What follows belongs to an exercise in optimizing a design on an open flow for small area and a short achievable clock period; a production flow would make more cautious choices. Where RTL was checked, it was by simulation tests only, not by an equivalence proof against the original. Power is estimated from default activity; no workload was simulated.

Design iq_demod_lpf, start of the top module:
module iq_demod_lpf
#(
  parameter int IN_W  = iq_demod_pkg::DEF_IN_W,
  parameter int CAR_W = iq_demod_pkg::DEF_CAR_W,
  parameter int DECIM = iq_demod_pkg::DEF_DECIM,
  parameter int OUT_W = iq_demod_pkg::DEF_OUT_W,
  parameter int SHIFT = iq_demod_pkg::DEF_SHIFT
) (
  input  logic                    clk,
  input  logic                    reset_n,
  input  logic                    sample_en,
  input  logic                    sym_start,
  input  logic signed [IN_W-1:0]  y_in,
  input  logic signed [CAR_W-1:0] i_car,
  input  logic signed [CAR_W-1:0] q_car,
  output logic signed [OUT_W-1:0] i_out,
  output logic signed [OUT_W-1:0] q_out,
  output logic                    out_valid,
  output logic                    overflow
);
Size in the first run: ~3,900 cells after synthesis, ~340 flip-flops, roughly 130 I/O pins.
==> module iq_demod_lpf, before the edit <==
module iq_demod_lpf
#(
  parameter int IN_W  = iq_demod_pkg::DEF_IN_W,
  parameter int CAR_W = iq_demod_pkg::DEF_CAR_W,
  parameter int DECIM = iq_demod_pkg::DEF_DECIM,
  parameter int OUT_W = iq_demod_pkg::DEF_OUT_W,
  parameter int SHIFT = iq_demod_pkg::DEF_SHIFT
) (
  input  logic                    clk,
  input  logic                    reset_n,
  input  logic                    sample_en,
  input  logic                    sym_start,
  input  logic signed [IN_W-1:0]  y_in,
  input  logic signed [CAR_W-1:0] i_car,
  input  logic signed [CAR_W-1:0] q_car,
  output logic signed [OUT_W-1:0] i_out,
  output logic signed [OUT_W-1:0] q_out,
  output logic                    out_valid,
  output logic                    overflow
);
  localparam int NB = 97;   
  logic          en;
  logic [24:0]   ye;
  logic [11:0]   one, two, neg;
  logic [NB-1:0] rows_i, rows_q, prod_i_q, prod_q_q;
  logic          vld_q, sop_q, out_valid_q, dump, clr;
  logic [3:0]    cnt_q;
  logic          ovf_i, ovf_q;
  assign en = sample_en & reset_n;
  assign ye = {y_in, 1'b0};
  always_comb begin
    for (int k = 0; k < 12; k++) begin
      one[k] = en & (ye[2*k+1] ^ ye[2*k]);
      two[k] = en & ((ye[2*k+2] & ~ye[2*k+1] & ~ye[2*k]) | (~ye[2*k+2] & ye[2*k+1] & ye[2*k]));
      neg[k] = en & ye[2*k+2];
    end
  end
  iq_mix_tree u_mix_i (.x(i_car), .one(one), .two(two), .neg(neg), .rows_o(rows_i));
  iq_mix_tree u_mix_q (.x(q_car), .one(one), .two(two), .neg(neg), .rows_o(rows_q));
  always_ff @(posedge clk) begin
    prod_i_q <= rows_i;
    prod_q_q <= rows_q;
  end
  always_ff @(posedge clk) begin
    if (!reset_n) begin
      vld_q <= 1'b0;
      sop_q <= 1'b0;
    end else begin
      vld_q <= sample_en;
      sop_q <= sample_en & sym_start;
    end
  end
  assign dump = vld_q & ~sop_q & (cnt_q == 4'd9);
  always_ff @(posedge clk) begin
    if (!reset_n) begin
      cnt_q       <= '0;
      out_valid_q <= 1'b0;
    end else begin
      out_valid_q <= dump;
      if (vld_q) begin
        if (sop_q)     cnt_q <= 4'd1;
        else if (dump) cnt_q <= '0;
        else           cnt_q <= cnt_q + 4'd1;
      end
    end
  end
  assign clr = ~reset_n | dump | (sample_en & sym_start);
  iq_integrate_dump u_int_i (.clk(clk), .reset_n(reset_n), .vld_i(vld_q), .clr_i(clr),
    .dump_i(dump), .prod_i(prod_i_q), .data_o(i_out), .ovf_o(ovf_i));
  iq_integrate_dump u_int_q (.clk(clk), .reset_n(reset_n), .vld_i(vld_q), .clr_i(clr),
    .dump_i(dump), .prod_i(prod_q_q), .data_o(q_out), .ovf_o(ovf_q));
  assign out_valid = out_valid_q;
  assign overflow  = ovf_i | ovf_q;
endmodule
==> flow/config.mk <==
export PLATFORM = sky130hd
export DESIGN_NAME = iq_demod_lpf
export DESIGN_NICKNAME = iq_demod_lpf
export VERILOG_FILES = /design/flow/design.v
export SDC_FILE = /design/flow/constraint.sdc
export NUM_CORES = 4
export LEC_CHECK = 0
export ABC_AREA = 1
export CAP_MARGIN = 20
export CORE_MARGIN = 2
export CORE_UTILIZATION = 40
export CTS_BUF_LIST = sky130_fd_sc_hd__clkbuf_8
export CTS_CLUSTER_SIZE = 24
export PLACE_DENSITY = 0.6
export SLEW_MARGIN = 20
==> flow/constraint.sdc <==
create_clock -name core_clock -period 10.5 [get_ports {clk}]
set_input_delay 2.1000 -clock core_clock [delete_from_list [all_inputs] [get_ports {clk}]]
set_output_delay 2.1000 -clock core_clock [all_outputs]
set_load 0.01 [all_outputs]
standard.sh (not shown) runs the stock make flow with config.mk's settings and CLKGATE_MAP_FILE= SYNTH_SCRIPT=/design/flow/synth_recipe.tcl, a recipe that flattens the netlist after the stock synthesis.
==> flow/flow/run.sh <==
#!/bin/bash
set -euo pipefail
bash standard.sh SETUP_SLACK_MARGIN=5 "BUFFER_PORTS_ARGS=-buffer_cell sky130_fd_sc_hd__buf_2" finish > layout.log 2>&1
Rerun with:
--- a/flow/design.v
+++ b/flow/design.v
@@ -455,23 +455,26 @@
 );
   localparam int NB = 97;   
   logic          en;
+  logic [23:0]   xi, xq;
   logic [24:0]   ye;
   logic [11:0]   one, two, neg;
   logic [NB-1:0] rows_i, rows_q, prod_i_q, prod_q_q;
-  logic          vld_q, sop_q, out_valid_q, dump, clr;
+  logic          vld_q, sop_q, out_valid_q, dump, clr, rst_q;
   logic [3:0]    cnt_q;
   logic          ovf_i, ovf_q;
-  assign en = sample_en & reset_n;
+  assign en = sample_en;
+  assign xi = i_car & {24{en}};
+  assign xq = q_car & {24{en}};
   assign ye = {y_in, 1'b0};
   always_comb begin
     for (int k = 0; k < 12; k++) begin
-      one[k] = en & (ye[2*k+1] ^ ye[2*k]);
-      two[k] = en & ((ye[2*k+2] & ~ye[2*k+1] & ~ye[2*k]) | (~ye[2*k+2] & ye[2*k+1] & ye[2*k]));
-      neg[k] = en & ye[2*k+2];
+      one[k] = ye[2*k+1] ^ ye[2*k];
+      two[k] = (ye[2*k+2] & ~ye[2*k+1] & ~ye[2*k]) | (~ye[2*k+2] & ye[2*k+1] & ye[2*k]);
+      neg[k] = ye[2*k+2];
     end
   end
-  iq_mix_tree u_mix_i (.x(i_car), .one(one), .two(two), .neg(neg), .rows_o(rows_i));
-  iq_mix_tree u_mix_q (.x(q_car), .one(one), .two(two), .neg(neg), .rows_o(rows_q));
+  iq_mix_tree u_mix_i (.x(xi), .one(one), .two(two), .neg(neg), .rows_o(rows_i));
+  iq_mix_tree u_mix_q (.x(xq), .one(one), .two(two), .neg(neg), .rows_o(rows_q));
   always_ff @(posedge clk) begin
     prod_i_q <= rows_i;
     prod_q_q <= rows_q;
@@ -499,7 +502,8 @@
       end
     end
   end
-  assign clr = ~reset_n | dump | (sample_en & sym_start);
+  always_ff @(posedge clk) rst_q <= ~reset_n;
+  assign clr = ~reset_n | rst_q | dump | (sample_en & sym_start);
   iq_integrate_dump u_int_i (.clk(clk), .reset_n(reset_n), .vld_i(vld_q), .clr_i(clr),
     .dump_i(dump), .prod_i(prod_i_q), .data_o(i_out), .ovf_o(ovf_i));
   iq_integrate_dump u_int_q (.clk(clk), .reset_n(reset_n), .vld_i(vld_q), .clr_i(clr),
The new run completed without violations.
Power climbs by 19%.
Clock-buffer cell count rose by 9.
Utilization went up by 0.19 points.
Hold slack gets better by 0.014 ns.
Setup slack loses 0.046 ns.
Only the layout flow was run in the second run of this note; the RTL was not checked for function there.


Another version of the RTL of iq_demod_lpf (not shown whole).
Size: roughly 420 flip-flops, ~130 I/O pins.
clock: 10.5 ns
lec_check: 0
abc_area: 1
cap_margin: 20
core_margin: 2
core_utilization: 40
place_density: 0.6
setup_slack_margin: 5
slew_margin: 20
run.sh (not shown) runs the stock make flow with config.mk's settings and CLKGATE_MAP_FILE= SYNTH_SCRIPT=/design/flow/synth_recipe.tcl, a recipe that flattens the netlist after the stock synthesis.
Stock flow here: none of the scripts above is used.
The baseline ran to the end with no violations.
==> next run, changes <==
--- a/flow/design.v
+++ b/flow/design.v
@@ -462,17 +462,17 @@
   assign y334 = p98 ^ G197;
   assign y335 = p100 ^ G283;
   assign y336 = p102 ^ G235;
   assign sum = {y336, y335, y334, y333, y332, y331, y330, y329, y328, y327, y326, y325, y324, y323, y322, y321, y320, y319, y318, y317, y316, y315, y314, y313, y312, y311, y310, y309, y308, y307, y306, y305, y304, y303, y302, y301, y300, y299, y298, y297, y296, y295, y294, y293, y292, y291, y290, y289, y288, y287, p2};
   assign oor = ~((sum[50:47] == 4'b0000) || (sum[50:47] == 4'b1111));
   assign sat = oor ? {sum[50], {23{~sum[50]}}} : sum[47:24];
   always_ff @(posedge clk) begin
     if (clr_i)      acc_q <= '0;
-    else            acc_q <= sum;
+    else if (vld_i) acc_q <= sum;
     if (!reset_n) begin
       data_q <= '0;
       ovf_q  <= 1'b0;
     end else if (dump_i) begin
       data_q <= sat;
       if (oor) ovf_q <= 1'b1;
     end
   end
@@ -496,30 +496,28 @@
   input  logic signed [CAR_W-1:0] i_car,
   input  logic signed [CAR_W-1:0] q_car,
   output logic signed [OUT_W-1:0] i_out,
   output logic signed [OUT_W-1:0] q_out,
   output logic                    out_valid,
   output logic                    overflow
 );
   localparam int NB = 138;   
-  logic          en;
   logic [24:0]   ye;
   logic [11:0]   one, two, neg;
   logic [NB-1:0] rows_i, rows_q, prod_i_q, prod_q_q;
   logic          vld_q, sop_q, out_valid_q, dump, clr;
   logic [3:0]    cnt_q;
   logic          ovf_i, ovf_q;
-  assign en = sample_en & reset_n;
   assign ye = {y_in, 1'b0};
   always_comb begin
     for (int k = 0; k < 12; k++) begin
-      one[k] = en & (ye[2*k+1] ^ ye[2*k]);
-      two[k] = en & ((ye[2*k+2] & ~ye[2*k+1] & ~ye[2*k]) | (~ye[2*k+2] & ye[2*k+1] & ye[2*k]));
-      neg[k] = en & ye[2*k+2];
+      one[k] = ye[2*k+1] ^ ye[2*k];
+      two[k] = (ye[2*k+2] & ~ye[2*k+1] & ~ye[2*k]) | (~ye[2*k+2] & ye[2*k+1] & ye[2*k]);
+      neg[k] = ye[2*k+2];
     end
   end
   iq_mix_tree u_mix_i (.x(i_car), .one(one), .two(two), .neg(neg), .rows_o(rows_i));
   iq_mix_tree u_mix_q (.x(q_car), .one(one), .two(two), .neg(neg), .rows_o(rows_q));
   always_ff @(posedge clk) begin
     prod_i_q <= rows_i;
     prod_q_q <= rows_q;
   end
Routed wire length went up by 1.3%.
Global-route usage went down by 0.67 points.
Clock-buffer cell count went down by 4.
Worst setup slack degrades by 0.060 ns.
Utilization went up by 0.37 points.
Sequential power went up by about 3%.
Total power went up by 18%.
Non-clock buffer count went up by 26.
Sequential share of layout area went down by 0.48 points.
Combinational power went up by 25%.
Worst hold slack degrades by 0.015 ns.
Register-to-register slack improves by 0.11 ns.
For the second run of this note, only the layout was checked, not whether the RTL still works.

==> port drivers added, routing unchanged <==
The results above use ideal ports. As a check the final layouts listed here were re-extracted and re-timed, cells and wires unchanged. Step 1 sets driving cells, clkbuf_16 on the clock port and buf_2 on the other inputs (assumed; they add their load-dependent delay and slew). Step 2 moves the port delays by t, midway between the first and last clock arrival at a register: inputs arrive t later, outputs are due t later. That takes back most of the time a late clock gives input paths. a / b / c = no drivers / after step 1 / after step 2; a / b = the first two.
run	t, ns	setup slack, ns	worst register clock-pin slew, ns
the first run of note 1	0.774	5.023 / 5.020 / 4.246	0.08 / 0.08
the second run of note 1	0.789	4.977 / 4.981 / 4.192	0.09 / 0.09
the first run of note 2	0.700	5.060 / 5.085 / 4.385	0.07 / 0.07
the second run of note 2	0.678	5.000 / 5.046 / 4.368	0.07 / 0.07
After both steps setup and hold are still met in every run listed. The setup slack of the second run of note 1, which loses most, moves by +0.004 ns with the drivers and by -0.785 ns with both steps.
